This is an optimization exercise on Yosys and OpenROAD, whose aim is a short achievable clock period and few clock cycles, not a production implementation. Power figures rest on the tool's default switching activity, not on a simulated workload.

==> pepper <==
==> flow/design.v (excerpt) <==
module lc3b_pipeline
#(
    parameter logic [15:0] RESET_PC = 16'h0000
)
(
    input  logic        clk,
    input  logic        rst,
    output logic        imem_read,
    output logic [15:0] imem_address,
    input  logic        imem_resp,
    input  logic [15:0] imem_rdata,
    output logic        dmem_read,
    output logic        dmem_write,
    output logic [15:0] dmem_address,
    output logic [15:0] dmem_wdata,
    output logic [1:0]  dmem_byte_enable,
    input  logic        dmem_resp,
    input  logic [15:0] dmem_rdata
);
    function automatic logic [15:0] carries(input logic [15:0] a, input logic [15:0] b);
        logic [15:0] g, p;
        g = a & b;
        p = a | b;
        for (int d = 1; d < 16; d = d * 2)
        begin
            for (int i = 15; i >= d; i--)
            begin
                g[i] = g[i] | (p[i] & g[i-d]);
                p[i] = p[i] & p[i-d];
            end
        end
        carries = {g[14:0], 1'b0};
    endfunction
  ...
clock: 4.5 ns
lec_check: 0
abc_clock_period_in_ps: 2000
cap_margin: 20
core_margin: 2
core_utilization: 40
setup_slack_margin: 2.5
slew_margin: 20
standard.sh (not shown) runs the stock make flow with config.mk's settings and CLKGATE_MAP_FILE= SYNTH_SCRIPT=/design/flow/synth_recipe.tcl, a recipe that flattens the netlist after the stock synthesis.
==> flow/flow/run.sh <==
#!/bin/bash
# Standard layout; ports buffered with buf_4 instead of the smallest buffer,
# and the resizer free to change a cell's footprint.
set -euo pipefail
bash standard.sh "BUFFER_PORTS_ARGS=-buffer_cell sky130_fd_sc_hd__buf_4" MATCH_CELL_FOOTPRINT=0 finish > make_finish.log 2>&1
==> nickel (differences from pepper) <==
==> flow/design.v (replaced) <==
package lc3b_pkg;
    typedef logic [15:0] lc3b_word;
    typedef logic [2:0] lc3b_reg;
    typedef logic [1:0] lc3b_mem_wmask;
    typedef logic [2:0] lc3b_nzp;
    typedef enum logic [3:0] {
        op_br  = 4'b0000,
        op_add = 4'b0001,
        op_ldb = 4'b0010,
        op_stb = 4'b0011,
        op_and = 4'b0101,
        op_ldr = 4'b0110,
        op_str = 4'b0111,
        op_not = 4'b1001
    } lc3b_opcode;
    typedef enum logic [1:0] {
        alu_add,
        alu_and,
        alu_not,
        alu_pass
    } lc3b_aluop;
endpackage
module lc3b_pipeline
#(
    parameter logic [15:0] RESET_PC = 16'h0000
)
(
    input  logic        clk,
    input  logic        rst,
    output logic        imem_read,
    output logic [15:0] imem_address,
    input  logic        imem_resp,
    input  logic [15:0] imem_rdata,
    output logic        dmem_read,
    output logic        dmem_write,
    output logic [15:0] dmem_address,
    output logic [15:0] dmem_wdata,
    output logic [1:0]  dmem_byte_enable,
    input  logic        dmem_resp,
    input  logic [15:0] dmem_rdata
);
    function automatic logic [15:0] ks_add(input logic [15:0] a, input logic [15:0] b);
        logic [15:0] g, p, t;
        g = a & b;
        p = a ^ b;
        t = p;
        for (int d = 1; d < 16; d = d * 2)
        begin
            for (int i = 15; i >= d; i--)
            begin
                g[i] = g[i] | (p[i] & g[i-d]);
                p[i] = p[i] & p[i-d];
            end
        end
        ks_add = t ^ {g[14:0], 1'b0};
    endfunction
    function automatic logic sum_zero(input logic [15:0] a, input logic [15:0] b);
        logic [15:0] t, c;
        t = a ^ b;
        c = {a[14:0] | b[14:0], 1'b0};
        sum_zero = ~|(t ^ c);
    endfunction
    function automatic logic [2:0] flags(input logic [15:0] v);
        flags = v[15] ? 3'b100 : (v == 16'h0000) ? 3'b010 : 3'b001;
    endfunction
    logic [15:0] pc_f;
    logic        ird;
    logic        d_v;
    logic [15:0] d_ir;
    logic [15:0] d_pcn;
    logic [15:0] d_tgt;
    logic [15:0] d_imm;
    logic        d_add, d_and, d_not, d_ld, d_st, d_byte, d_br, d_wen, d_use1, d_use2, d_pred;
    logic        e_v;
    logic        e_add, e_and, e_not;
    logic [15:0] e_a, e_b, e_sd;
    logic        e_fa, e_fb, e_fsd, e_lu;
    logic        e_wen, e_load, e_store, e_byte, e_br, e_pred;
    logic [2:0]  e_dest;
    logic [2:0]  e_nzp;
    logic [15:0] e_alt;
    logic        m_wen, m_load, m_store, m_byte, m_z;
    logic [2:0]  m_dest;
    logic [15:0] m_res;
    logic [15:0] m_addr;
    logic [15:0] m_wdata;
    logic [1:0]  m_be;
    logic [15:0] rf [8];
    logic [2:0]  cc;
    logic        stall_m;
    logic [15:0] ld_data;
    logic [15:0] m_val;
    assign dmem_read        = m_load;
    assign dmem_write       = m_store;
    assign dmem_address     = m_addr;
    assign dmem_wdata       = m_wdata;
    assign dmem_byte_enable = m_be;
    assign stall_m = (m_load | m_store) & ~dmem_resp;
    assign ld_data = !m_byte ? dmem_rdata :
                     m_res[0] ? {8'h00, dmem_rdata[15:8]} : {8'h00, dmem_rdata[7:0]};
    assign m_val   = m_load ? ld_data : m_res;
    logic [15:0] op_a, op_b, sum, alu, sd;
    logic        z_e;
    logic [2:0]  cc_e;
    logic        taken_e, e_redirect, e_hold, e_take;
    assign op_a = e_fa ? m_res : e_a;
    assign op_b = e_fb ? m_res : e_b;
    assign sum  = ks_add(op_a, op_b);
    assign alu  = ({16{e_add}} & sum) | ({16{e_and}} & (op_a & op_b)) | ({16{e_not}} & ~op_a);
    assign z_e  = (e_add & sum_zero(op_a, op_b)) | (e_and & ~|(op_a & op_b)) | (e_not & (&op_a));
    assign sd   = e_fsd ? m_val : e_sd;
    assign cc_e       = m_wen ? {m_res[15], m_z, ~m_res[15] & ~m_z} : cc;
    assign taken_e    = |(e_nzp & cc_e);
    assign e_redirect = e_v & e_br & ~e_lu & (taken_e ^ e_pred);
    assign e_hold = stall_m | e_lu;
    assign e_take = ~e_hold;
    logic [2:0]  s1, s2, s3, dd;
    logic [15:0] r1, r2, r3;
    logic        d_go, d_free;
    assign s1 = d_ir[8:6];
    assign s2 = d_ir[2:0];
    assign s3 = d_ir[11:9];
    assign dd = d_ir[11:9];
    assign r1 = (m_wen && m_dest == s1) ? m_val : rf[s1];
    assign r2 = (m_wen && m_dest == s2) ? m_val : rf[s2];
    assign r3 = (m_wen && m_dest == s3) ? m_val : rf[s3];
    assign d_go   = d_v & e_take;
    assign d_free = ~d_v | e_take;
    logic [3:0]  f_op;
    logic [15:0] pcn_f, tgt_f;
    logic        pred_f, f_take;
    assign imem_read    = ird;
    assign imem_address = pc_f;
    assign f_op         = imem_rdata[15:12];
    assign pcn_f        = pc_f + 16'd2;
    assign tgt_f        = ks_add(pcn_f, {{6{imem_rdata[8]}}, imem_rdata[8:0], 1'b0});
    assign pred_f       = (f_op == 4'b0000) & (imem_rdata[11:9] != 3'b000) &
                          (imem_rdata[8] | (imem_rdata[11:9] == 3'b111));
    assign f_take       = imem_resp & d_free & ~e_redirect;
    always_ff @(posedge clk)
    begin
        if (rst)
        begin
            pc_f <= RESET_PC;
            d_v  <= 1'b0;
        end
        else
        begin
            if (e_redirect)
                pc_f <= e_alt;
            else if (f_take)
                pc_f <= pred_f ? tgt_f : pcn_f;
            if (d_free | e_redirect)
                d_v <= f_take;
        end
    end
    always_ff @(posedge clk)
    begin
        ird <= ~rst;
    end
    always_ff @(posedge clk)
    begin
        if (d_free)
        begin
            d_ir   <= imem_rdata;
            d_pcn  <= pcn_f;
            d_tgt  <= tgt_f;
            d_pred <= pred_f;
            d_add  <= (f_op == 4'b0001) | (f_op == 4'b0110) | (f_op == 4'b0010) |
                      (f_op == 4'b0111) | (f_op == 4'b0011);
            d_and  <= (f_op == 4'b0101);
            d_not  <= (f_op == 4'b1001);
            d_ld   <= (f_op == 4'b0110) | (f_op == 4'b0010);
            d_st   <= (f_op == 4'b0111) | (f_op == 4'b0011);
            d_byte <= (f_op == 4'b0010) | (f_op == 4'b0011);
            d_br   <= (f_op == 4'b0000);
            d_wen  <= (f_op == 4'b0001) | (f_op == 4'b0101) | (f_op == 4'b1001) |
                      (f_op == 4'b0110) | (f_op == 4'b0010);
            d_use1 <= (f_op == 4'b0001) | (f_op == 4'b0101) | (f_op == 4'b1001) |
                      (f_op == 4'b0110) | (f_op == 4'b0010) | (f_op == 4'b0111) | (f_op == 4'b0011);
            d_use2 <= ((f_op == 4'b0001) | (f_op == 4'b0101)) & ~imem_rdata[5];
            if ((f_op == 4'b0001) | (f_op == 4'b0101))
                d_imm <= {{11{imem_rdata[4]}}, imem_rdata[4:0]};
            else if ((f_op == 4'b0110) | (f_op == 4'b0111))
                d_imm <= {{9{imem_rdata[5]}}, imem_rdata[5:0], 1'b0};
            else
                d_imm <= {{10{imem_rdata[5]}}, imem_rdata[5:0]};
        end
    end
    always_ff @(posedge clk)
    begin
        if (rst)
        begin
            e_v     <= 1'b0;
            e_wen   <= 1'b0;
            e_load  <= 1'b0;
            e_store <= 1'b0;
            e_br    <= 1'b0;
            e_lu    <= 1'b0;
        end
        else if (e_take)
        begin
            if (d_v & ~e_redirect)
            begin
                e_v     <= 1'b1;
                e_wen   <= d_wen;
                e_load  <= d_ld;
                e_store <= d_st;
                e_br    <= d_br;
                e_lu    <= e_v & e_load &
                           ((d_use1 & (e_dest == s1)) | (d_use2 & (e_dest == s2)) | d_br);
            end
            else
            begin
                e_v     <= 1'b0;
                e_wen   <= 1'b0;
                e_load  <= 1'b0;
                e_store <= 1'b0;
                e_br    <= 1'b0;
                e_lu    <= 1'b0;
            end
        end
        else if (!stall_m)
        begin
            e_lu <= 1'b0;
        end
    end
    always_ff @(posedge clk)
    begin
        if (e_take)
        begin
            e_add  <= d_add;
            e_and  <= d_and;
            e_not  <= d_not;
            e_a    <= r1;
            e_b    <= d_use2 ? r2 : d_imm;
            e_sd   <= r3;
            e_fa   <= e_wen & (e_dest == s1);
            e_fb   <= d_use2 & e_wen & (e_dest == s2);
            e_fsd  <= e_wen & (e_dest == s3);
            e_byte <= d_byte;
            e_dest <= dd;
            e_nzp  <= d_ir[11:9];
            e_pred <= d_pred;
            e_alt  <= d_pred ? d_pcn : d_tgt;
        end
        else if (!stall_m)
        begin
            if (e_fa)  e_a  <= m_val;
            if (e_fb)  e_b  <= m_val;
            if (e_fsd) e_sd <= m_val;
            e_fa  <= 1'b0;
            e_fb  <= 1'b0;
            e_fsd <= 1'b0;
        end
    end
    always_ff @(posedge clk)
    begin
        if (rst)
        begin
            m_wen   <= 1'b0;
            m_load  <= 1'b0;
            m_store <= 1'b0;
        end
        else if (!stall_m)
        begin
            m_wen   <= e_wen & ~e_lu;
            m_load  <= e_load & ~e_lu;
            m_store <= e_store & ~e_lu;
        end
    end
    always_ff @(posedge clk)
    begin
        if (!stall_m)
        begin
            m_byte  <= e_byte;
            m_dest  <= e_dest;
            m_res   <= alu;
            m_z     <= z_e;
            m_wdata <= e_byte ? {sd[7:0], sd[7:0]} : sd;
            m_be    <= e_byte ? ((op_a[0] ^ op_b[0]) ? 2'b10 : 2'b01) : 2'b11;
        end
        if (!stall_m & (e_load | e_store))
            m_addr <= alu;
    end
    always_ff @(posedge clk)
    begin
        if (rst)
        begin
            for (int i = 0; i < 8; i++)
                rf[i] <= 16'h0000;
            cc <= 3'b000;
        end
        else if (m_wen)
        begin
            rf[m_dest] <= m_val;
            cc         <= m_load ? flags(ld_data) : {m_res[15], m_z, ~m_res[15] & ~m_z};
        end
    end
endmodule
==> flow/run.sh (new file) <==
#!/bin/bash
# synth_recipe.tcl (not shown) runs the flow's synth.tcl, then flattens the netlist and writes it again
# the make line also repeats each setting of config.mk as NAME=value (left out here)
make -C /OpenROAD-flow-scripts/flow DESIGN_CONFIG=/design/flow/config.mk WORK_HOME=/design/flow/orfs CLKGATE_MAP_FILE= SYNTH_SCRIPT=/design/flow/synth_recipe.tcl finish
ABC_CLOCK_PERIOD_IN_PS = 1000   (was 2000)
removed: flow/flow/run.sh
removed: flow/standard.sh
==> notes <==
Between nickel and pepper, the lower clock power is in nickel (gap about 4%, measured against pepper).
In nickel the sequential cell count is lower than in pepper, by 20.
Fmax: nickel is higher than pepper (7.8%).
Against pepper, the routed wire length of nickel is smaller by about 12%.
Between pepper and nickel, the lower critical path depth is in nickel (gap 6).
==> figures <==
item                                                                   nickel      pepper
Outcome                                              timing/DRC/antenna clean  timing/DRC/antenna clean
Power dissipated by switching net loads                               2777 µW     2999 µW
WP data required                                                      4.82 ns     4.96 ns
Worst hold margin                                                   0.4224 ns   0.4217 ns
Critical path's most frequent cell                                      inv_1        ha_4
Fraction of synthesized cell area taken by the top area cell type      48.10%      39.82%
Average routed wire per standard cell                                25.81 µm    24.92 µm
Total Wirelength                                                     66.88 mm    75.99 mm
Number of flops mapped to enable cells by yosys                           316         287
Worst Setup Slack post-DPL                                          0.6799 ns   0.4565 ns
Sequential cell area fraction in the yosys report                      52.05%      47.96%
Function was not checked in any run of this note: the RTL went through the layout flow alone.

afterwards: timing with drivers on the ports:
In the flow no input, the clock included, has a driving cell. The finished layouts below were timed again as built, in two steps.
Step 1 assumes that a clkbuf_16 drives the clock port and a buf_2 every other input.
Step 2, shift: input delay + t, output delay - t, t = (earliest + latest rising clock arrival at the registers) / 2. This alone moves slack from input paths to output paths.
Slacks: ideal / step 1 / step 2; pairs: ideal / step 1.
run | t, ns | slack for setup (ns) | hold WS [ns] | clock arrival spread, ns | cell pins on the clock port's net
pepper | 0.643 | 1.338 / 1.361 / 0.718 | 0.422 / 0.422 / 0.422 | 0.024 / 0.024 | 1
nickel | 0.634 | 1.567 / 1.567 / 1.059 | 0.422 / 0.422 / 0.422 | 0.016 / 0.016 | 1
After both steps setup and hold are still met in every run listed. The setup slack of pepper, which loses most, moves by +0.023 ns with the drivers and by -0.620 ns with both steps.
